This is an optimization exercise on Yosys and OpenROAD, whose aim is small area and a short achievable clock period, not a production implementation. Only simulation tests tie the RTL to the original design; equivalence was not proved.

// fpu_top
module fpu_top (
	input  logic             clk,
	input  logic             i_rst_n,
	input  logic [1:0]       i_op,
	input  logic [31:0]      i_a,
	input  logic [31:0]      i_b,
	output logic [31:0]      o_result
);
	fpu_pkg::float_t a_w;
	fpu_pkg::float_t b_w;
	logic   is_sub;
	logic   is_mul;
	logic   is_rsv;
	fpu_pkg::float_t eff_b;
	logic   sel_a;
	logic   sel_b;
	logic   sel_zero;
	logic   sel_inf;
	logic   sel_arith;
	fpu_pkg::float_t near_sum;
	fpu_pkg::float_t far_sum;
	logic   near;
	fpu_pkg::float_t product;
	logic   sel_near;
	logic   sel_far;
	logic   sel_prod;
	logic   sign_x;
	logic [31:0] early;
	logic [31:0] next_result;
	logic [25:0] near_raw;
	logic [4:0]  near_lz;
	logic [47:0] prod_raw;
	logic [5:0]  prod_shift;
	logic [47:0] sh_in;
	logic [5:0]  sh_amt;
	logic [47:0] sh_out;
	assign a_w.word = i_a;
	assign b_w.word = i_b;
	assign is_sub = (i_op == fpu_pkg::op_sub);
	assign is_mul = (i_op == fpu_pkg::op_mul);
	assign is_rsv = (i_op == fpu_pkg::op_rsv);
	always_comb begin
		eff_b        = b_w;
		eff_b.f.sign = b_w.f.sign ^ is_sub;
	end
	fpu_special_case u_special (
		.i_a        (a_w),
		.i_b        (eff_b),
		.i_is_mul   (is_mul),
		.i_is_rsv   (is_rsv),
		.o_sel_a    (sel_a),
		.o_sel_b    (sel_b),
		.o_sel_zero (sel_zero),
		.o_sel_inf  (sel_inf),
		.o_sel_arith(sel_arith)
	);
	fpu_adder u_adder (
		.i_a        (a_w),
		.i_b        (eff_b),
		.o_near_raw (near_raw),
		.o_near_lz  (near_lz),
		.i_near_norm(sh_out[46:24]),
		.o_near     (near),
		.o_near_sum (near_sum),
		.o_far_sum  (far_sum)
	);
	fpu_multiplier u_mult (
		.i_a       (a_w),
		.i_b       (b_w),
		.o_raw     (prod_raw),
		.o_shift   (prod_shift),
		.i_norm    (sh_out[47:23]),
		.o_product (product)
	);
	assign sh_in  = is_mul ? prod_raw : {near_raw, 22'b0};
	assign sh_amt = is_mul ? prod_shift : {1'b0, near_lz};
	assign sh_out = sh_in << sh_amt;
	assign sign_x   = i_a[31] ^ i_b[31];
	assign sel_prod = sel_arith & is_mul;
  ...
clock: 17.0 ns
lec_check: 0
abc_area: 1
cap_margin: 20
core_margin: 2
core_utilization: 55
place_density: 0.72
setup_slack_margin: 5
slew_margin: 20
standard.sh (not shown) runs the stock make flow with config.mk's settings and CLKGATE_MAP_FILE= SYNTH_SCRIPT=/design/flow/synth_recipe.tcl, a recipe that flattens the netlist after the stock synthesis.
==> flow/flow/run.sh <==
#!/bin/bash
# The standard layout (the standard.sh with its unchanged synthesis) with two changes:
#  - the port buffers that placement puts on every input and output are
#    sky130_fd_sc_hd__buf_4 instead of the delay cell buffer_ports picks by itself;
#  - between synthesis and floorplan, flow/fixfa2.py removes inverters around the full
#    adders by choosing each adder's polarity (a full adder is self-dual); the netlist's
#    function is unchanged.
# Each tool's output goes to a log of its own here; ORFS keeps its step logs in orfs/logs.
set -euo pipefail
ARGS=("BUFFER_PORTS_ARGS=-buffer_cell sky130_fd_sc_hd__buf_4")
bash standard.sh "${ARGS[@]}" synth > flow_synth.log 2>&1
R=orfs/results/${FLOW_PLATFORM:-sky130hd}/fpu_top/base
cp "$R/1_2_yosys.v" "$R/1_2_yosys_std.v"
python3 flow/fixfa2.py "$R/1_2_yosys_std.v" "$R/1_2_yosys.v" > flow_fixfa.log 2>&1
touch "$R/1_2_yosys.v"
bash standard.sh "${ARGS[@]}" finish > flow_make.log 2>&1
Other scripts of this flow, unchanged in this note and not shown: flow/flow/fixfa2.py
Then changed:
--- a/flow/flow/run.sh
+++ b/flow/flow/run.sh
@@ -3,3 +3,3 @@
 #  - the port buffers that placement puts on every input and output are
-#    sky130_fd_sc_hd__buf_4 instead of the delay cell buffer_ports picks by itself;
+#    sky130_fd_sc_hd__buf_2 instead of the delay cell buffer_ports picks by itself;
 #  - between synthesis and floorplan, flow/fixfa2.py removes inverters around the full
@@ -9,3 +9,3 @@
 set -euo pipefail
-ARGS=("BUFFER_PORTS_ARGS=-buffer_cell sky130_fd_sc_hd__buf_4")
+ARGS=("BUFFER_PORTS_ARGS=-buffer_cell sky130_fd_sc_hd__buf_2")
 bash standard.sh "${ARGS[@]}" synth > flow_synth.log 2>&1
- CORE_UTILIZATION: 55 -> 40
- PLACE_DENSITY: 0.72 -> not set
The new run finished clean.
Setup slack improves by 0.16 ns.
Synthesized cell count is unchanged.
Via count shrinks by 2.4%.
Then changed:
--- a/flow/flow/run.sh
+++ b/flow/flow/run.sh
@@ -3,3 +3,3 @@
 #  - the port buffers that placement puts on every input and output are
-#    sky130_fd_sc_hd__buf_2 instead of the delay cell buffer_ports picks by itself;
+#    sky130_fd_sc_hd__buf_4 instead of the delay cell buffer_ports picks by itself;
 #  - between synthesis and floorplan, flow/fixfa2.py removes inverters around the full
@@ -9,3 +9,3 @@
 set -euo pipefail
-ARGS=("BUFFER_PORTS_ARGS=-buffer_cell sky130_fd_sc_hd__buf_2")
+ARGS=("BUFFER_PORTS_ARGS=-buffer_cell sky130_fd_sc_hd__buf_4")
 bash standard.sh "${ARGS[@]}" synth > flow_synth.log 2>&1
Effect:
- The new run completed with no timing, DRC or antenna violations
- cell area climbs by 0.38%
- hold slack got worse by 0.13 ns
Then changed:
--- a/flow/flow/run.sh
+++ b/flow/flow/run.sh
@@ -9,3 +9,3 @@
 set -euo pipefail
-ARGS=("BUFFER_PORTS_ARGS=-buffer_cell sky130_fd_sc_hd__buf_4")
+ARGS=("SETUP_SLACK_MARGIN=5.5" "BUFFER_PORTS_ARGS=-buffer_cell sky130_fd_sc_hd__buf_4")
 bash standard.sh "${ARGS[@]}" synth > flow_synth.log 2>&1
- SETUP_SLACK_MARGIN: 5 -> not set
Via count went up by 0.47%.
First-iteration DRC count falls by 8.5%.
Routed wire length went up by 1.5%.
Global-route usage went up by 0.14 points.

* * *

Starting RTL as in the previous note.
export LEC_CHECK = 0
export ABC_AREA = 1
export CAP_MARGIN = 20
export CORE_MARGIN = 2
export CORE_UTILIZATION = 40
export SLEW_MARGIN = 20
create_clock -name core_clock -period 17.0 [get_ports {clk}]
==> flow/flow/run.sh <==
#!/bin/bash
# The standard layout (the standard.sh, unchanged synthesis), with the port buffers
# that placement inserts on every input and output made sky130_fd_sc_hd__buf_4 instead
# of the delay cell buffer_ports picks by itself, and timing repair aiming for 6 ns of
# setup slack. make's output goes to flow_make.log;
# ORFS keeps each step's own log under orfs/logs.
set -euo pipefail
bash standard.sh SETUP_SLACK_MARGIN=6 "BUFFER_PORTS_ARGS=-buffer_cell sky130_fd_sc_hd__buf_4" finish > flow_make.log 2>&1
==> next run, changes <==
==> flow/run.sh (new file) <==
#!/bin/bash
# synth_recipe.tcl (not shown) runs the flow's synth.tcl, then flattens the netlist and writes it again
# the make line also repeats each setting of config.mk as NAME=value (left out here)
make -C /OpenROAD-flow-scripts/flow DESIGN_CONFIG=/design/flow/config.mk WORK_HOME=/design/flow/orfs CLKGATE_MAP_FILE= SYNTH_SCRIPT=/design/flow/synth_recipe.tcl finish
Settings changed: SETUP_SLACK_MARGIN set to 5.
removed: flow/flow/run.sh
removed: flow/standard.sh
What happened: The changed run went through all stages and came out clean. Maximum frequency came out lower by a little under a tenth. Routed wire length came out lower by a few percent. Cell count came out lower slightly. Clock-buffer cell count came out higher by 1. Worst setup slack degrades by 0.90 ns. Area after synthesis does not change. Critical path depth came out lower by 16. Core utilization came out lower by 2.0 points.

* * *

fpu_top, a different RTL version from the one above (not shown whole).
Size in the first run: roughly 4800 cells after synthesis, ~0.030 mm² of cells after synthesis.
==> flow/config.mk <==
export PLATFORM = sky130hd
export DESIGN_NAME = fpu_top
export DESIGN_NICKNAME = fpu_top
export VERILOG_FILES = /design/flow/design.v
export SDC_FILE = /design/flow/constraint.sdc
export NUM_CORES = 4
export LEC_CHECK = 0
export ABC_AREA = 1
export CAP_MARGIN = 20
export CORE_MARGIN = 2
export CORE_UTILIZATION = 40
export SLEW_MARGIN = 20
==> flow/constraint.sdc <==
create_clock -name core_clock -period 17.0 [get_ports {clk}]
set_input_delay 3.4000 -clock core_clock [delete_from_list [all_inputs] [get_ports {clk}]]
set_output_delay 3.4000 -clock core_clock [all_outputs]
set_load 0.01 [all_outputs]
==> flow/flow/run.sh <==
#!/bin/bash
set -euo pipefail
ARGS=("SETUP_SLACK_MARGIN=6.25" "BUFFER_PORTS_ARGS=-buffer_cell sky130_fd_sc_hd__buf_2")
bash standard.sh "${ARGS[@]}" synth > flow_synth.log 2>&1
R=orfs/results/${FLOW_PLATFORM:-sky130hd}/fpu_top/base
cp "$R/1_2_yosys.v" "$R/1_2_yosys_std.v"
python3 flow/fixfa2.py "$R/1_2_yosys_std.v" "$R/1_2_yosys.v" > flow_fixfa.log 2>&1
touch "$R/1_2_yosys.v"
bash standard.sh "${ARGS[@]}" finish > flow_make.log 2>&1
Other scripts of this flow, unchanged in this note and not shown: flow/flow/fixfa2.py
The baseline produced a clean layout.
Next try:
--- a/flow/flow/run.sh
+++ b/flow/flow/run.sh
@@ -1,5 +1,5 @@
 #!/bin/bash
 set -euo pipefail
-ARGS=("SETUP_SLACK_MARGIN=6.25" "BUFFER_PORTS_ARGS=-buffer_cell sky130_fd_sc_hd__buf_2")
+ARGS=("SETUP_SLACK_MARGIN=5.5" "BUFFER_PORTS_ARGS=-buffer_cell sky130_fd_sc_hd__buf_2")
 bash standard.sh "${ARGS[@]}" synth > flow_synth.log 2>&1
 R=orfs/results/${FLOW_PLATFORM:-sky130hd}/fpu_top/base
The changed run ran to the end with no violations.
Routed wire length decreases by 4.4%.
Area after synthesis is unchanged.
Hold slack barely changes.
Next try:
--- a/flow/flow/run.sh
+++ b/flow/flow/run.sh
@@ -1,5 +1,5 @@
 #!/bin/bash
 set -euo pipefail
-ARGS=("SETUP_SLACK_MARGIN=5.5" "BUFFER_PORTS_ARGS=-buffer_cell sky130_fd_sc_hd__buf_2")
+ARGS=("SETUP_SLACK_MARGIN=6" "RECOVER_POWER=50" "BUFFER_PORTS_ARGS=-buffer_cell sky130_fd_sc_hd__buf_2")
 bash standard.sh "${ARGS[@]}" synth > flow_synth.log 2>&1
 R=orfs/results/${FLOW_PLATFORM:-sky130hd}/fpu_top/base
- With this change the flow reached the layout checks and failed them: capacitance limit, slew limit
- area after synthesis does not change
- count of clock-buffer cells in the layout does not change
- setup slack improves by 0.45 ns
Next try:
--- a/flow/flow/run.sh
+++ b/flow/flow/run.sh
@@ -1,5 +1,5 @@
 #!/bin/bash
 set -euo pipefail
-ARGS=("SETUP_SLACK_MARGIN=6" "RECOVER_POWER=50" "BUFFER_PORTS_ARGS=-buffer_cell sky130_fd_sc_hd__buf_2")
+ARGS=("SETUP_SLACK_MARGIN=6.5" "BUFFER_PORTS_ARGS=-buffer_cell sky130_fd_sc_hd__buf_2")
 bash standard.sh "${ARGS[@]}" synth > flow_synth.log 2>&1
 R=orfs/results/${FLOW_PLATFORM:-sky130hd}/fpu_top/base
What happened: The changed run passed the timing, design-rule and antenna checks; worst setup slack improves by 0.27 ns; synthesized cell count is unchanged; wire length climbs by a few percent.

==> what the ideal ports hide <==
No port has a modelled driver above. Below, the same layouts with a new extraction and two added sets of constraints.
Step 1: set_driving_cell puts a clkbuf_16 on clk and a buf_2 on each other input, an assumption about the parent block.
Step 2 times the ports against the registers' clock, not the clock port: input delays grow and output delays shrink by t, the midpoint of the rising clock arrivals with the driver on.
a / b / c = ideal / step 1 / step 2; a / b = the first two.
run | t (ns) | setup slack, ns | worst hold slack (ns) | slew at the worst register clock pin (ns)
the first run of note 1 | 0.314 | 5.360 / 5.365 / 5.051 | 3.055 / 3.049 / 3.363 | 0.06 / 0.06
the second run of note 1 | 0.317 | 5.519 / 5.533 / 5.217 | 3.197 / 3.185 / 3.502 | 0.06 / 0.06
the third run of note 1 | 0.312 | 5.466 / 5.475 / 5.163 | 3.065 / 3.057 / 3.369 | 0.06 / 0.06
the fourth run of note 1 | 0.314 | 5.831 / 5.825 / 5.512 | 3.062 / 3.053 / 3.366 | 0.06 / 0.06
the first run of note 2 | 0.312 | 6.287 / 6.186 / 5.874 | 3.061 / 3.060 / 3.372 | 0.06 / 0.06
the second run of note 2 | 0.316 | 5.387 / 5.403 / 5.088 | 3.534 / 3.522 / 3.837 | 0.05 / 0.05
the first run of note 3 | 0.336 | 6.406 / 6.386 / 6.051 | 3.225 / 3.208 / 3.544 | 0.07 / 0.07
the second run of note 3 | 0.330 | 5.806 / 5.829 / 5.500 | 3.228 / 3.215 / 3.544 | 0.07 / 0.07
the third run of note 3 | 0.335 | 6.253 / 6.275 / 5.940 | 3.610 / 3.588 / 3.861 | 0.07 / 0.07
the fourth run of note 3 | 0.329 | 6.525 / 6.497 / 6.168 | 3.217 / 3.207 / 3.535 | 0.07 / 0.07
The setup slack of the first run of note 2, which loses most, moves by -0.101 ns with the drivers and by -0.413 ns with both steps.
